Context: an optimization exercise on an open-source flow, tuned for small area, a short achievable clock period and few clock cycles per item. The choices shown serve that exercise and are no tape-out recipe. Only simulation tests tie the RTL to the original design; equivalence was not proved. Power is estimated from default activity; no workload was simulated.

===== design/flow/run.sh =====
#!/bin/bash
# synth_recipe.tcl (not shown) runs the flow's synth.tcl, then flattens the netlist and writes it again
# the make line also repeats each setting of config.mk as NAME=value (left out here)
make -C /OpenROAD-flow-scripts/flow DESIGN_CONFIG=/design/flow/config.mk WORK_HOME=/design/flow/orfs CLKGATE_MAP_FILE= SYNTH_SCRIPT=/design/flow/synth_recipe.tcl finish

===== design/flow/config.mk =====
export PLATFORM = sky130hd
export DESIGN_NAME = mosaic_scroll_pixel_remap_core
export DESIGN_NICKNAME = mosaic_scroll_pixel_remap_core
export VERILOG_FILES = /design/flow/design.v
export SDC_FILE = /design/flow/constraint.sdc
export NUM_CORES = 4
export LEC_CHECK = 0
export CAP_MARGIN = 20
export CORE_MARGIN = 2
export CORE_UTILIZATION = 40
export SETUP_SLACK_MARGIN = 2.0
export SLEW_MARGIN = 20

===== design/flow/constraint.sdc =====
create_clock -name core_clock -period 5.5 [get_ports {clk}]
set_input_delay 1.1000 -clock core_clock [delete_from_list [all_inputs] [get_ports {clk}]]
set_output_delay 1.1000 -clock core_clock [all_outputs]
set_load 0.01 [all_outputs]

===== design/flow/design.v =====
package msr_pkg;
    function automatic logic [11:0] div_step(input logic [3:0] r, input logic [7:0] q,
                                             input logic [3:0] dm);
        logic [4:0] t;
        logic [5:0] s;
        t = {r, q[7]};
        s = {1'b0, t} + {2'b01, ~dm};
        div_step = {s[5] ? s[3:0] : t[3:0], q[6:0], s[5]};
    endfunction
endpackage
module mosaic_scroll_pixel_remap_core (
    input  logic                 clk,
    input  logic                 rst_n,
    input  logic                 start,
    output logic                 busy,
    input  logic                 req_type,
    input  logic [8:0]           dest_x,
    input  logic [7:0]           dest_y,
    input  logic [4:0]           tile_size,
    input  logic [9:0]           cur_scroll_x,
    input  logic [9:0]           snap_scroll_x,
    input  logic [9:0]           cur_scroll_y,
    input  logic [9:0]           snap_scroll_y,
    input  logic                 track_scroll,
    input  logic [31:0]          pixel_in,
    output logic                 done,
    output logic                 write_enable,
    output logic [8:0]           source_x,
    output logic [7:0]           source_y,
    output logic [31:0]          pixel_out,
    input  logic                 cfg_we,
    input  logic [2:0]           cfg_index,
    input  logic [9:0]           cfg_data
);
    logic [8:0] wm1_reg;
    logic [7:0] hm1_reg;
    logic [8:0] m_reg;
    logic [3:0] num_reg;
    logic [3:0] dm1_reg;
    logic       ext_reg;
    logic       keep_reg;    
    always_ff @(posedge clk or negedge rst_n)
    begin
        if (!rst_n)
        begin
            wm1_reg  <= 9'd255;
            hm1_reg  <= 8'd223;
            m_reg    <= 9'd64;
            num_reg  <= 4'd15;
            dm1_reg  <= 4'd14;
            ext_reg  <= 1'b0;
            keep_reg <= 1'b1;
        end
        else if (cfg_we)
        begin
            case (cfg_index)
                3'd0: wm1_reg <= (cfg_data == 10'd0) ? 9'd0
                               : (cfg_data > 10'd512) ? 9'd511 : 9'(cfg_data - 10'd1);
                3'd1: hm1_reg <= (cfg_data[8:0] == 9'd0) ? 8'd0
                               : (cfg_data[8:0] > 9'd256) ? 8'd255 : 8'(cfg_data[8:0] - 9'd1);
                3'd2: m_reg   <= cfg_data[8:0];
                3'd3:
                begin
                    num_reg  <= cfg_data[3:0];
                    keep_reg <= (dm1_reg == 4'd15) || (cfg_data[3:0] > dm1_reg);
                end
                3'd4:
                begin
                    dm1_reg  <= cfg_data[3:0] - 4'd1;
                    keep_reg <= (cfg_data[3:0] == 4'd0) || (num_reg >= cfg_data[3:0]);
                end
                3'd5: ext_reg <= cfg_data[0];
                default: ;
            endcase
        end
    end
    logic [3:0] nb;
    logic [3:0] db;
    assign nb = {num_reg[3:1] & {3{!keep_reg}}, num_reg[0] | keep_reg};
    assign db = dm1_reg & {4{!keep_reg}};
    assign busy = 1'b0;
    logic [3:0]  sm1_e;
    logic [9:0]  dx_e;
    logic [9:0]  dy_e;
    logic [11:0] p0_e;
    logic [11:0] p1_e;
    logic [11:0] p2_e;
    logic [26:0] side_e;
    logic [3:0]  r0_e, r1_e, r2_e;
    logic [7:0]  q0_e, q1_e, q2_e;
    always_comb
    begin
        if (tile_size == 5'd0)
            sm1_e = 4'd0;
        else if (tile_size > 5'd16)
            sm1_e = 4'd15;
        else
            sm1_e = 4'(tile_size - 5'd1);
        dx_e = (cur_scroll_x - snap_scroll_x) & {10{track_scroll}};
        dy_e = (cur_scroll_y - snap_scroll_y) & {10{track_scroll}};
        p0_e = pixel_in[7:0]   * nb;
        p1_e = pixel_in[15:8]  * nb;
        p2_e = pixel_in[23:16] * nb;
        if (req_type)
        begin
            side_e = {db, 15'd0, pixel_in[31:24]};
            r0_e = p0_e[11:8];
            q0_e = p0_e[7:0];
            r1_e = p1_e[11:8];
            q1_e = p1_e[7:0];
            r2_e = p2_e[11:8];
            q2_e = p2_e[7:0];
        end
        else
        begin
            side_e = {sm1_e, 2'b00, dest_x[8], dy_e, dx_e};
            r0_e = {3'b000, dest_x[8] & (sm1_e != 4'd0)};
            q0_e = dest_x[7:0];
            r1_e = {3'b000, m_reg[8] & (sm1_e != 4'd0)};
            q1_e = m_reg[7:0];
            r2_e = 4'd0;
            q2_e = dest_y;
        end
    end
    logic        vld_1;
    logic        typ_1;
    logic [26:0] side_1;
    logic [3:0]  r0_1, r1_1, r2_1;
    logic [7:0]  q0_1, q1_1, q2_1;
    always_ff @(posedge clk or negedge rst_n)
    begin
        if (!rst_n)
            vld_1 <= 1'b0;
        else
            vld_1 <= start;
    end
    always_ff @(posedge clk)
    begin
        typ_1 <= req_type;
        side_1 <= side_e;
        r0_1 <= r0_e;
        q0_1 <= q0_e;
        r1_1 <= r1_e;
        q1_1 <= q1_e;
        r2_1 <= r2_e;
        q2_1 <= q2_e;
    end
    logic [3:0]  r0_1_0;
    logic [7:0]  q0_1_0;
    assign {r0_1_0, q0_1_0} = msr_pkg::div_step(r0_1, q0_1, side_1[26:23]);
    logic [3:0]  r1_1_0;
    logic [7:0]  q1_1_0;
    assign {r1_1_0, q1_1_0} = msr_pkg::div_step(r1_1, q1_1, side_1[26:23]);
    logic [3:0]  r2_1_0;
    logic [7:0]  q2_1_0;
    assign {r2_1_0, q2_1_0} = msr_pkg::div_step(r2_1, q2_1, side_1[26:23]);
    logic [3:0]  r0_1_1;
    logic [7:0]  q0_1_1;
    assign {r0_1_1, q0_1_1} = msr_pkg::div_step(r0_1_0, q0_1_0, side_1[26:23]);
    logic [3:0]  r1_1_1;
    logic [7:0]  q1_1_1;
    assign {r1_1_1, q1_1_1} = msr_pkg::div_step(r1_1_0, q1_1_0, side_1[26:23]);
    logic [3:0]  r2_1_1;
    logic [7:0]  q2_1_1;
    assign {r2_1_1, q2_1_1} = msr_pkg::div_step(r2_1_0, q2_1_0, side_1[26:23]);
    logic [10:0] bx_1;
    logic [10:0] by_1;
    logic        oob_1;
    logic [26:0] side_1n;
    always_comb
    begin
        bx_1  = {2'b00, side_1[20], q0_1} + {side_1[9], side_1[9:0]};
        by_1  = {3'b000, q2_1} + {side_1[19], side_1[19:10]};
        oob_1 = !ext_reg && (bx_1[10] || by_1[10]
                || (bx_1[9:0] > {1'b0, wm1_reg}) || (by_1[9:0] > {2'b00, hm1_reg}));
        if (typ_1)
            side_1n = side_1;
        else
            side_1n = {side_1[26:23], oob_1, by_1, bx_1};
    end
    logic        vld_2;
    logic        typ_2;
    logic [26:0] side_2;
    logic [3:0]  r0_2, r1_2, r2_2;
    logic [7:0]  q0_2, q1_2, q2_2;
    always_ff @(posedge clk or negedge rst_n)
    begin
        if (!rst_n)
            vld_2 <= 1'b0;
        else
            vld_2 <= vld_1;
    end
    always_ff @(posedge clk)
    begin
        typ_2 <= typ_1;
        side_2 <= side_1n;
        r0_2 <= r0_1_1;
        q0_2 <= q0_1_1;
        r1_2 <= r1_1_1;
        q1_2 <= q1_1_1;
        r2_2 <= r2_1_1;
        q2_2 <= q2_1_1;
    end
    logic [3:0]  r0_2_0;
    logic [7:0]  q0_2_0;
    assign {r0_2_0, q0_2_0} = msr_pkg::div_step(r0_2, q0_2, side_2[26:23]);
    logic [3:0]  r1_2_0;
    logic [7:0]  q1_2_0;
    assign {r1_2_0, q1_2_0} = msr_pkg::div_step(r1_2, q1_2, side_2[26:23]);
    logic [3:0]  r2_2_0;
    logic [7:0]  q2_2_0;
    assign {r2_2_0, q2_2_0} = msr_pkg::div_step(r2_2, q2_2, side_2[26:23]);
    logic [3:0]  r0_2_1;
    logic [7:0]  q0_2_1;
    assign {r0_2_1, q0_2_1} = msr_pkg::div_step(r0_2_0, q0_2_0, side_2[26:23]);
    logic [3:0]  r1_2_1;
    logic [7:0]  q1_2_1;
    assign {r1_2_1, q1_2_1} = msr_pkg::div_step(r1_2_0, q1_2_0, side_2[26:23]);
    logic [3:0]  r2_2_1;
    logic [7:0]  q2_2_1;
    assign {r2_2_1, q2_2_1} = msr_pkg::div_step(r2_2_0, q2_2_0, side_2[26:23]);
    logic        vld_3;
    logic        typ_3;
    logic [26:0] side_3;
    logic [3:0]  r0_3, r1_3, r2_3;
    logic [7:0]  q0_3, q1_3, q2_3;
    always_ff @(posedge clk or negedge rst_n)
    begin
        if (!rst_n)
            vld_3 <= 1'b0;
        else
            vld_3 <= vld_2;
    end
    always_ff @(posedge clk)
    begin
        typ_3 <= typ_2;
        side_3 <= side_2;
        r0_3 <= r0_2_1;
        q0_3 <= q0_2_1;
        r1_3 <= r1_2_1;
        q1_3 <= q1_2_1;
        r2_3 <= r2_2_1;
        q2_3 <= q2_2_1;
    end
    logic [3:0]  r0_3_0;
    logic [7:0]  q0_3_0;
    assign {r0_3_0, q0_3_0} = msr_pkg::div_step(r0_3, q0_3, side_3[26:23]);
    logic [3:0]  r1_3_0;
    logic [7:0]  q1_3_0;
    assign {r1_3_0, q1_3_0} = msr_pkg::div_step(r1_3, q1_3, side_3[26:23]);
    logic [3:0]  r2_3_0;
    logic [7:0]  q2_3_0;
    assign {r2_3_0, q2_3_0} = msr_pkg::div_step(r2_3, q2_3, side_3[26:23]);
    logic [3:0]  r0_3_1;
    logic [7:0]  q0_3_1;
    assign {r0_3_1, q0_3_1} = msr_pkg::div_step(r0_3_0, q0_3_0, side_3[26:23]);
    logic [3:0]  r1_3_1;
    logic [7:0]  q1_3_1;
    assign {r1_3_1, q1_3_1} = msr_pkg::div_step(r1_3_0, q1_3_0, side_3[26:23]);
    logic [3:0]  r2_3_1;
    logic [7:0]  q2_3_1;
    assign {r2_3_1, q2_3_1} = msr_pkg::div_step(r2_3_0, q2_3_0, side_3[26:23]);
    logic        vld_4;
    logic        typ_4;
    logic [26:0] side_4;
    logic [3:0]  r0_4, r1_4, r2_4;
    logic [7:0]  q0_4, q1_4, q2_4;
    always_ff @(posedge clk or negedge rst_n)
    begin
        if (!rst_n)
            vld_4 <= 1'b0;
        else
            vld_4 <= vld_3;
    end
    always_ff @(posedge clk)
    begin
        typ_4 <= typ_3;
        side_4 <= side_3;
        r0_4 <= r0_3_1;
        q0_4 <= q0_3_1;
        r1_4 <= r1_3_1;
        q1_4 <= q1_3_1;
        r2_4 <= r2_3_1;
        q2_4 <= q2_3_1;
    end
    logic [3:0]  r0_4_0;
    logic [7:0]  q0_4_0;
    assign {r0_4_0, q0_4_0} = msr_pkg::div_step(r0_4, q0_4, side_4[26:23]);
    logic [3:0]  r1_4_0;
    logic [7:0]  q1_4_0;
    assign {r1_4_0, q1_4_0} = msr_pkg::div_step(r1_4, q1_4, side_4[26:23]);
    logic [3:0]  r2_4_0;
    logic [7:0]  q2_4_0;
    assign {r2_4_0, q2_4_0} = msr_pkg::div_step(r2_4, q2_4, side_4[26:23]);
    logic [3:0]  r0_4_1;
    logic [7:0]  q0_4_1;
    assign {r0_4_1, q0_4_1} = msr_pkg::div_step(r0_4_0, q0_4_0, side_4[26:23]);
    logic [3:0]  r1_4_1;
    logic [7:0]  q1_4_1;
    assign {r1_4_1, q1_4_1} = msr_pkg::div_step(r1_4_0, q1_4_0, side_4[26:23]);
    logic [3:0]  r2_4_1;
    logic [7:0]  q2_4_1;
    assign {r2_4_1, q2_4_1} = msr_pkg::div_step(r2_4_0, q2_4_0, side_4[26:23]);
    logic        vld_5;
    logic        typ_5;
    logic [26:0] side_5;
    logic [3:0]  r0_5, r1_5, r2_5;
    logic [7:0]  q0_5, q1_5, q2_5;
    always_ff @(posedge clk or negedge rst_n)
    begin
        if (!rst_n)
            vld_5 <= 1'b0;
        else
            vld_5 <= vld_4;
    end
    always_ff @(posedge clk)
    begin
        typ_5 <= typ_4;
        side_5 <= side_4;
        r0_5 <= r0_4_1;
        q0_5 <= q0_4_1;
        r1_5 <= r1_4_1;
        q1_5 <= q1_4_1;
        r2_5 <= r2_4_1;
        q2_5 <= q2_4_1;
    end
    logic [4:0]  dab_f;
    logic [3:0]  fx_f;
    logic [10:0] ex_f;
    logic [10:0] ey_f;
    logic        negx_f, overx_f, negy_f, overy_f;
    logic [8:0]  sx_f;
    logic [7:0]  sy_f;
    logic [31:0] fin_f;
    logic        we_f;
    always_comb
    begin
        dab_f = {1'b0, r0_5} - {1'b0, r1_5};
        fx_f  = dab_f[4] ? (dab_f[3:0] + side_5[26:23] + 4'd1) : dab_f[3:0];
        ex_f    = side_5[10:0] + {2'b11, ~wm1_reg};
        ey_f    = side_5[21:11] + {3'b111, ~hm1_reg};
        negx_f  = side_5[10] || (side_5[9:4] == 6'd0 && side_5[3:0] < fx_f);
        overx_f = !ex_f[10] && (ex_f[9:4] != 6'd0 || ex_f[3:0] >= fx_f);
        negy_f  = side_5[21] || (side_5[20:15] == 6'd0 && side_5[14:11] < r2_5);
        overy_f = !ey_f[10] && (ey_f[9:4] != 6'd0 || ey_f[3:0] >= r2_5);
        if (overx_f)
            sx_f = wm1_reg;
        else if (negx_f)
            sx_f = 9'd0;
        else
            sx_f = side_5[8:0] - {5'd0, fx_f};
        if (overy_f)
            sy_f = hm1_reg;
        else if (negy_f)
            sy_f = 8'd0;
        else
            sy_f = side_5[18:11] - {4'd0, r2_5};
        we_f = !typ_5 && !side_5[22];
        if (typ_5)
            fin_f = {side_5[7:0], q2_5, q1_5, q0_5};
        else
            fin_f = {15'd0, sy_f, sx_f};
    end
    logic        vld_r;
    logic        typ_r;
    logic        we_r;
    logic [31:0] fin_r;
    always_ff @(posedge clk or negedge rst_n)
    begin
        if (!rst_n)
            vld_r <= 1'b0;
        else
            vld_r <= vld_5;
    end
    always_ff @(posedge clk)
    begin
        typ_r <= typ_5;
        we_r  <= we_f;
        fin_r <= fin_f;
    end
    assign done         = vld_r;
    assign write_enable = we_r;
    assign source_x     = fin_r[8:0] & {9{we_r}};
    assign source_y     = fin_r[16:9] & {8{we_r}};
    assign pixel_out    = fin_r & {32{typ_r}};
endmodule

==> impl_metrics.py, run 1 <==
metrics = {
    "worst_setup_path": {
        "crit_type": "flop to flop",
        "arrival_ps": 4420,
        "r2r-start": "r0_5[0]",
        "path_max_fanout": 6,
        "rr_worst_depth": 18,
        "rr_endpoint": "fin_r[3]",
        "rrSetupSlack_ps": 1580,
        "worst_ep_required_time_ps": 6000,
        "end_kind": "flop",
        "startpoint_type": "flop",
    },
    "route": {
        "drt_iter0_drc": 723,
        "dr.pass1.iters": 5,
        "routed_via_density": 5.00,
        "routed-via-count": 15400,
        "drt-total-wl_um": 53600,
        "drt-wirelength-per-cell_um": 17.4,
        "drc": 0,
        "ant_nets": 0,
    },
    "clock_network": {
        "htreeDepth": 2,
        "cts_made_buffers": 42,
        "cts_root_buffer": "clkbuf_16",
        "clk-insertion-delay-late_ps": 590,
        "numClockSinks": 394,
        "clock_path_buffers": 3,
        "clk_pin_slew_ps": 60,
        "tritoncts": "yes",
    },
    "yosys": {
        "synth_cells": 2100,
        "avgSynthCellArea_um2": 9.95,
        "synth_top_flop_cell": "dfxtp_1",
        "ys_ff_latch": 394,
        "async_flop_share_pct": 10.7,
        "synth_edf_count": 0,
        "syn_nets": 2529,
        "yosysSeqAreaShare_pct": 38.9,
        "ys_types": 70,
        "synth_area_mm2": 0.0209,
        "ys.warnings.count": 1,
    },
    "global_route": {
        "grt_max_degree": 45,
        "grtUsageTotal_pct": 19.9,
        "grt_pass1_vias": 15600,
        "antenna_found_initial": 3,
        "grt_pass1_wl_um": 84300,
        "overflow": 0,
    },
    "die": {
        "start_util_pct": 40.6,
        "fp-row-count": 83,
        "core_mm2": 0.0515,
        "die_h_um": 233,
        "die_area_mm2": 0.0541,
        "io_pins": 165,
        "die-width_um": 233,
    },
    "sta": {
        "tns_ps": 0,
        "tightest_slew_ps": 861,
        "grt_setup_unrepaired": "true",
        "fin_crit_sh_pct": 71.2,
        "finClkSkew_ps": 33.4,
        "drv_slew": 0,
        "slew_headroom_pct": 42.4,
        "timing.final.crit_period_ps": 3920,
        "max_freq_ghz": 0.255,
        "finalSetupViolCount": 0,
        "finalWorstSetupSlack_ps": 1580,
        "hold_viol": 0,
        "holdWs_ps": 300,
    },
    "placed_design": {
        "globalplace.congestion": 0.868,
        "dpl.cell_count": 2910,
        "hpwlAfterDp_um": 41000,
        "numPortBuffers": 163,
        "place_ws_ps": 818,
    },
    "outcome": {
        "status": "complete, no violations",
    },
    "min_path": {
        "hold_end": "q0_3[7]",
        "hold_depth": 0,
        "hp-start": "q0_2[5]",
        "hold_path.class": "flop to flop",
    },
    "finish": {
        "largest_register_ff_count": 32,
        "fin_nets": 2800,
        "drive_above_1_share_pct": 18.1,
        "fin_cells": 3085,
        "fin_util_pct": 51.5,
        "areaGrowthSynthToFinish_pct": 26.8,
        "top_register": "fin_r",
    },
    "power": {
        "power.density_mw_per_mm2": 604,
        "vdd_ir_drop_max_mv": 0.293,
        "leakagePower_nw": 11.9,
    },
    "flow_run": {
        "cap_violations": 0,
    },
}
## worst max-delay path, cell delays in order, from the launching register on
cell	delay, ps
dfxtp_1	300
inv_1	50
ha_2	160
inv_2	40
fa_2	590
ha_4	220
a21o_1	180
a21oi_2	150
xnor2_1	140
nand2_1	120
xnor2_2	190
ha_1	330
a2111oi_2	300
o211ai_1	160
nor4_2	320
a21oi_2	90
nor3_4	180
buf_12	150
mux2i_1	190
## what timing repair did
action                                  in CTS  in global routing
buffers inserted                            66                 27
pin swaps                                   65                 41
resized for setup                          125                 56
hold buffers                                 0                  0
endpoints found under the setup margin     127                 70
gates cloned                                 4                  0
## how the worst max path moves through the flow
stage,startpoint,endpoint,slack (ps),depth (start not counted)
2_1_floorplan,pixel_in[10],r1_1[3],1710,13
3_3_place_gp,pixel_in[18],r2_1[3],940,13
3_5_place_dp,pixel_in[2],r0_1[3],820,14
4_1_cts,r0_5[0],fin_r[5],1560,18
5_1_grt,r0_5[0],fin_r[5],1360,18
6_report,r0_5[0],fin_r[3],1580,18
## synthesized netlist by cell type, types with 4 or more instances
library cell	instances	area [um2]
a21oi_1	129	646
a211o_1	4	35.0
o21bai_1	14	105
dfstp_2	24	631
xor2_1	47	412
dfrtp_1	18	450
a21o_1	49	368
nand3_1	6	30.0
nor3_1	23	115
inv_1	217	815
nand2b_1	14	87.6
fa_1	70	1400
dfxtp_1	352	7050
o21a_1	7	52.6
and2_1	95	594
nor2b_1	70	438
or2_2	6	37.5
or4_1	12	90.1
a41oi_1	4	35.0
a31oi_1	9	56.3
a2111oi_0	5	43.8
mux2_2	67	754
a211oi_1	12	90.1
nand4_1	4	25.0
mux2i_1	32	320
and3_1	4	25.0
nor4_1	6	37.5
or3_1	16	100
o211ai_1	6	45.0
o22ai_1	5	31.3
ha_1	246	3080
o31ai_1	6	45.0
a22oi_1	12	90.1
o221ai_2	8	120
nor2_1	106	398
a311oi_1	13	114
nand2_1	149	559
clkbuf_1	34	128
o21ai_0	76	380
xnor2_1	74	648
## per-layer routing
layer  share of wire (%)  GRT usage, %
met5               0.021             0
met1                  46          26.3
met3                 3.9          3.15
met4                 2.2          5.31
met2                  47          33.8
## metrics by stage
stage	instance area, um2	power, mW
after global routing	26500	17.3
final	26500	16.0
after CTS	26000	15.7
after global placement	23500	11.6
after detailed placement	23500	11.8
after floorplan	21100	9.89
## report_power, final
| group | switching (mW) | internal [mW] | total, mW |
|---|---|---|---|
| clock network | 1.19 | 1.80 | 2.99 |
| logic | 4.28 | 4.22 | 8.49 |
| registers | 0.619 | 3.92 | 4.54 |
## layout make-up
cell class                 instances  area [um2]
fill                            4690       25000
multi-input combinational       1451       12700
sequential                       394        8160
timing repair buffer             265        2490
clock buffer                      55        1170
tap                              680         851
inverter                         217         840
clock inverter                    22         325
antenna                            1        2.50
## cells in the final DEF (no fill, tap or decap), types with 10 or more instances in the layout
cell type        Yosys  final
a211oi_1            12     11
a21o_1              49     49
a21oi_1            129    108
a21oi_2              0     21
a22oi_1             12     12
a311oi_2             0     12
and2_1              95     96
buf_4                1     93
clkbuf_16            0     42
clkdlybuf4s50_1      0    148
clkinvlp_4           0     10
dfrtp_1             18     18
dfstp_2             24     23
dfxtp_1            352    343
dlygate4sd2_1        0     10
fa_1                70     64
ha_1               246    223
ha_4                 0     19
inv_1              217    199
inv_2                0     11
mux2_2              67     66
mux2i_1             32     20
nand2_1            149    132
nand2_2              0     12
nand2b_1            14     14
nor2_1             106    104
nor2b_1             70     67
nor3_1              23     21
o21ai_0             76     62
o21bai_1            14     13
or3_1               16     15
or4_1               12     12
xnor2_1             74     70
xor2_1              47     46
## cell families after synthesis
group           share of synthesized area [%]
compound gates                           11.6
xor+xnor                                 5.07
fa+ha+maj                                21.5
buf+inv                                  4.66
flops                                    38.9
mux                                      5.14
other cells                            0.0179
simple gates                             13.1
Testbench counts, summed over its fixed seeds: cycles 13,184, items 12,800.
==> inputs of run 2 (changes only) <==
--- a/design/flow/config.mk
+++ b/design/flow/config.mk
@@ -8,5 +8,5 @@
 export CAP_MARGIN = 20
 export CORE_MARGIN = 2
 export CORE_UTILIZATION = 40
-export SETUP_SLACK_MARGIN = 2.0
+export SETUP_SLACK_MARGIN = 1.5
 export SLEW_MARGIN = 20
==> run 2 against run 1 <==
Net effect: still clean on timing, DRC and antenna; synthesized cell count did not move; routed wire length fell by 2.0%; first-iteration DRC count rose by 3.9%.
==> impl_metrics.py, run 2 <==
metrics = {
    "route": {
        "drt_iter0_drc": 751,
        "routed-via-count": 15100,
        "routed_via_density": 5.00,
        "ant_nets": 0,
        "drt-total-wl_um": 52500,
        "drt-wirelength-per-cell_um": 17.4,
        "drc": 0,
        "dr.pass1.iters": 5,
    },
    "die": {
        "die_h_um": 233,
        "die-width_um": 233,
        "die_area_mm2": 0.0541,
        "start_util_pct": 40.6,
        "io_pins": 165,
        "fp-row-count": 83,
        "core_mm2": 0.0515,
    },
    "min_path": {
        "hold_path.class": "flop to flop",
        "hold_depth": 0,
    },
    "worst_setup_path": {
        "crit_type": "flop to flop",
        "path_cells": "ha_4, inv_2, fa_2, ha_4, a21o_1, a21oi_2, xnor2_1, nand2_1, xnor2_2, buf_4, ha_1, o21ai_2, nand2_1, or3_1, nor3_1, nor3_1, buf_4, a22oi_1, mux2i_2",
        "startpoint_type": "flop",
        "arrival_ps": 4380,
        "cp_slowest_cell": "fa_2",
        "crit_buf_inv": 3,
        "critPathTopFamily": "adder cells",
        "end_kind": "flop",
        "worst_ep_required_time_ps": 5930,
        "rr_worst_depth": 19,
        "crit_cells": 19,
        "max_stage_delay_ps": 580,
        "path_max_fanout": 9,
    },
    "global_route": {
        "grt_max_degree": 62,
        "grtUsageTotal_pct": 19.4,
        "overflow": 0,
        "antenna_found_initial": 3,
        "grt_pass1_vias": 15200,
        "grt_pass1_wl_um": 82100,
    },
    "sta": {
        "finalWorstSetupSlack_ps": 1550,
        "hold_viol": 0,
        "finalSetupViolCount": 0,
        "finClkSkew_ps": 17.1,
        "tightest_slew_ps": 1100,
        "max_freq_ghz": 0.253,
        "drv_slew": 0,
        "slew_headroom_pct": 26.8,
        "tns_ps": 0,
        "fin_crit_sh_pct": 71.8,
        "grt_setup_unrepaired": "true",
        "timing.final.crit_period_ps": 3950,
    },
    "power": {
        "netSwitchingPower_mw": 5.90,
        "pwr-share-clk_pct": 18.7,
        "seq_power_share_pct": 29.5,
        "p_int_mw": 9.50,
        "power.density_mw_per_mm2": 606,
        "combPwrFrac_pct": 51.8,
        "vdd_ir_drop_max_mv": 0.322,
        "switching_share_pct": 38.3,
        "leakagePower_nw": 11.6,
    },
    "yosys": {
        "async_flop_share_pct": 10.7,
        "synth.most_common_cell": "dfxtp_1",
        "yosys.area.top_type": "dfxtp_1",
        "synth_top_cell_area_share_pct": 33.7,
        "syn_nets": 2529,
        "ys_ff_latch": 394,
        "synth_area_mm2": 0.0209,
        "avgSynthCellArea_um2": 9.95,
        "yosysSeqAreaShare_pct": 38.9,
        "synth_top_flop_cell": "dfxtp_1",
        "ys.warnings.count": 1,
        "synth_edf_count": 0,
        "yosys-top-cells-area": "dfxtp_1, ha_1, fa_1, inv_1, mux2_2",
        "netlist_top_cells_count": "dfxtp_1, ha_1, inv_1",
        "ys_types": 70,
        "synth_cells": 2100,
    },
    "clock_network": {
        "tritoncts": "yes",
        "clk_pin_slew_ps": 60,
        "clock_path_buffers": 3,
        "numClockSinks": 394,
        "clk-insertion-delay-late_ps": 560,
        "cts_root_buffer": "clkbuf_16",
        "htreeDepth": 2,
        "cts_made_buffers": 41,
    },
    "placed_design": {
        "numPortBuffers": 163,
        "place_ws_ps": 757,
        "hpwlAfterDp_um": 41400,
        "globalplace.congestion": 0.869,
    },
    "finish": {
        "top_register": "fin_r",
        "areaGrowthSynthToFinish_pct": 21.7,
        "layout_commonest_cell": "dfxtp_1",
        "final_cell_mix": "dfxtp_1, ha_1, inv_1",
        "largest_register_ff_count": 32,
        "drive_above_1_share_pct": 13.1,
        "fin_nets": 2734,
        "nFillCells": 4848,
        "fin_util_pct": 49.4,
        "antenna_cells": 0,
    },
    "flow_run": {
        "cap_violations": 0,
    },
    "outcome": {
        "status": "complete, no violations",
    },
}
run 2: per-stage QoR:
stage	hold slack, ps	instance area (um2)	power (mW)	instances
after floorplan	310	20900	9.74	2100
after global placement	310	23300	11.5	2913
after detailed placement	312	23300	11.7	2913
after CTS	309	25000	15.1	2997
after global routing	326	25400	16.7	3018
final	311	25400	15.4	3018
run 2: power groups by stage:
stage | Combinational (mW) | Sequential [mW] | Clock (mW)
after floorplan | 5.48 | 4.26 | 0
after global placement | 6.96 | 4.59 | 0
after detailed placement | 7.13 | 4.60 | 0
after CTS | 7.64 | 4.55 | 2.94
after global routing | 8.95 | 4.66 | 3.08
final | 7.98 | 4.55 | 2.87
run 2: what timing repair did:
item                                    in CTS  in global routing
hold buffers                                 0                  0
endpoints found under the setup margin      70                 62
endpoints found under the hold margin        0                  0
gates resized for setup                     56                 77
buffers inserted                             8                 19
gates cloned                                 0                  2
pin swaps                                   21                 47
run 2: metal layers:
| metal | part of all wire (%) | global-route usage (%) | wire length [um] |
|---|---|---|---|
| met5 | 0.051 | 0 | 27 |
| met4 | 2.6 | 6.39 | 1370 |
| met3 | 4.6 | 2.90 | 2400 |
| met2 | 47 | 32.2 | 24500 |
| met1 | 46 | 25.9 | 24300 |
run 2: kinds of logic after synthesis:
logic type      share of synthesized area (%)
compound gates                           11.6
mux                                      5.14
fa+ha+maj                                21.5
buf+inv                                  4.66
other cells                            0.0179
flops                                    38.9
xor+xnor                                 5.07
simple gates                             13.1
run 2: worst paths after layout:
path,startpoint,end,slack [ps]
worst max register to register,r1_5[0],fin_r[5],1550
worst min register to register,side_4[4],side_5[4],310
worst min-delay path,side_4[4],side_5[4],310
max in group asynchronous,rst_n,m_reg[3],4400
min in group asynchronous,rst_n,wm1_reg[8],640
worst max-delay path,r1_5[0],fin_r[5],1550
run 2: area by class of cell:
cell class              instances  area (um2)  area share, %
repair buffers                201        1960           7.71
flip-flops and latches        394        8150           32.1
inverters                     217         815           3.20
clock buffers                  56        1190           4.70
clock inverters                20         221          0.871
well taps                     680         851           3.35
multi-input cells            1450       12200           48.1

==> port drivers added, routing unchanged <==
The results above use ideal ports. As a check the final layouts listed here were re-extracted and re-timed, cells and wires unchanged.
Step 1 assumes that a clkbuf_16 drives the clock port and a buf_2 every other input.
Step 2, shift: input delay + t, output delay - t, t = (earliest + latest rising clock arrival at the registers) / 2. This alone moves slack from input paths to output paths.
a / b / c = no drivers / after step 1 / after step 2; a / b = the first two.
run	t (ns)	slack for setup (ns)	slew at the worst register clock pin (ns)	worst data-port slew with drivers (ns)	pins driven straight from the clock port
run 1	0.625	1.583 / 1.583 / 1.233	0.06 / 0.06	0.15	1
run 2	0.610	1.552 / 1.552 / 1.075	0.06 / 0.06	0.10	1
After both steps every run listed still meets setup and hold. The setup slack of run 2, which loses most, moves by 0.000 ns with the drivers and by -0.477 ns with both steps.
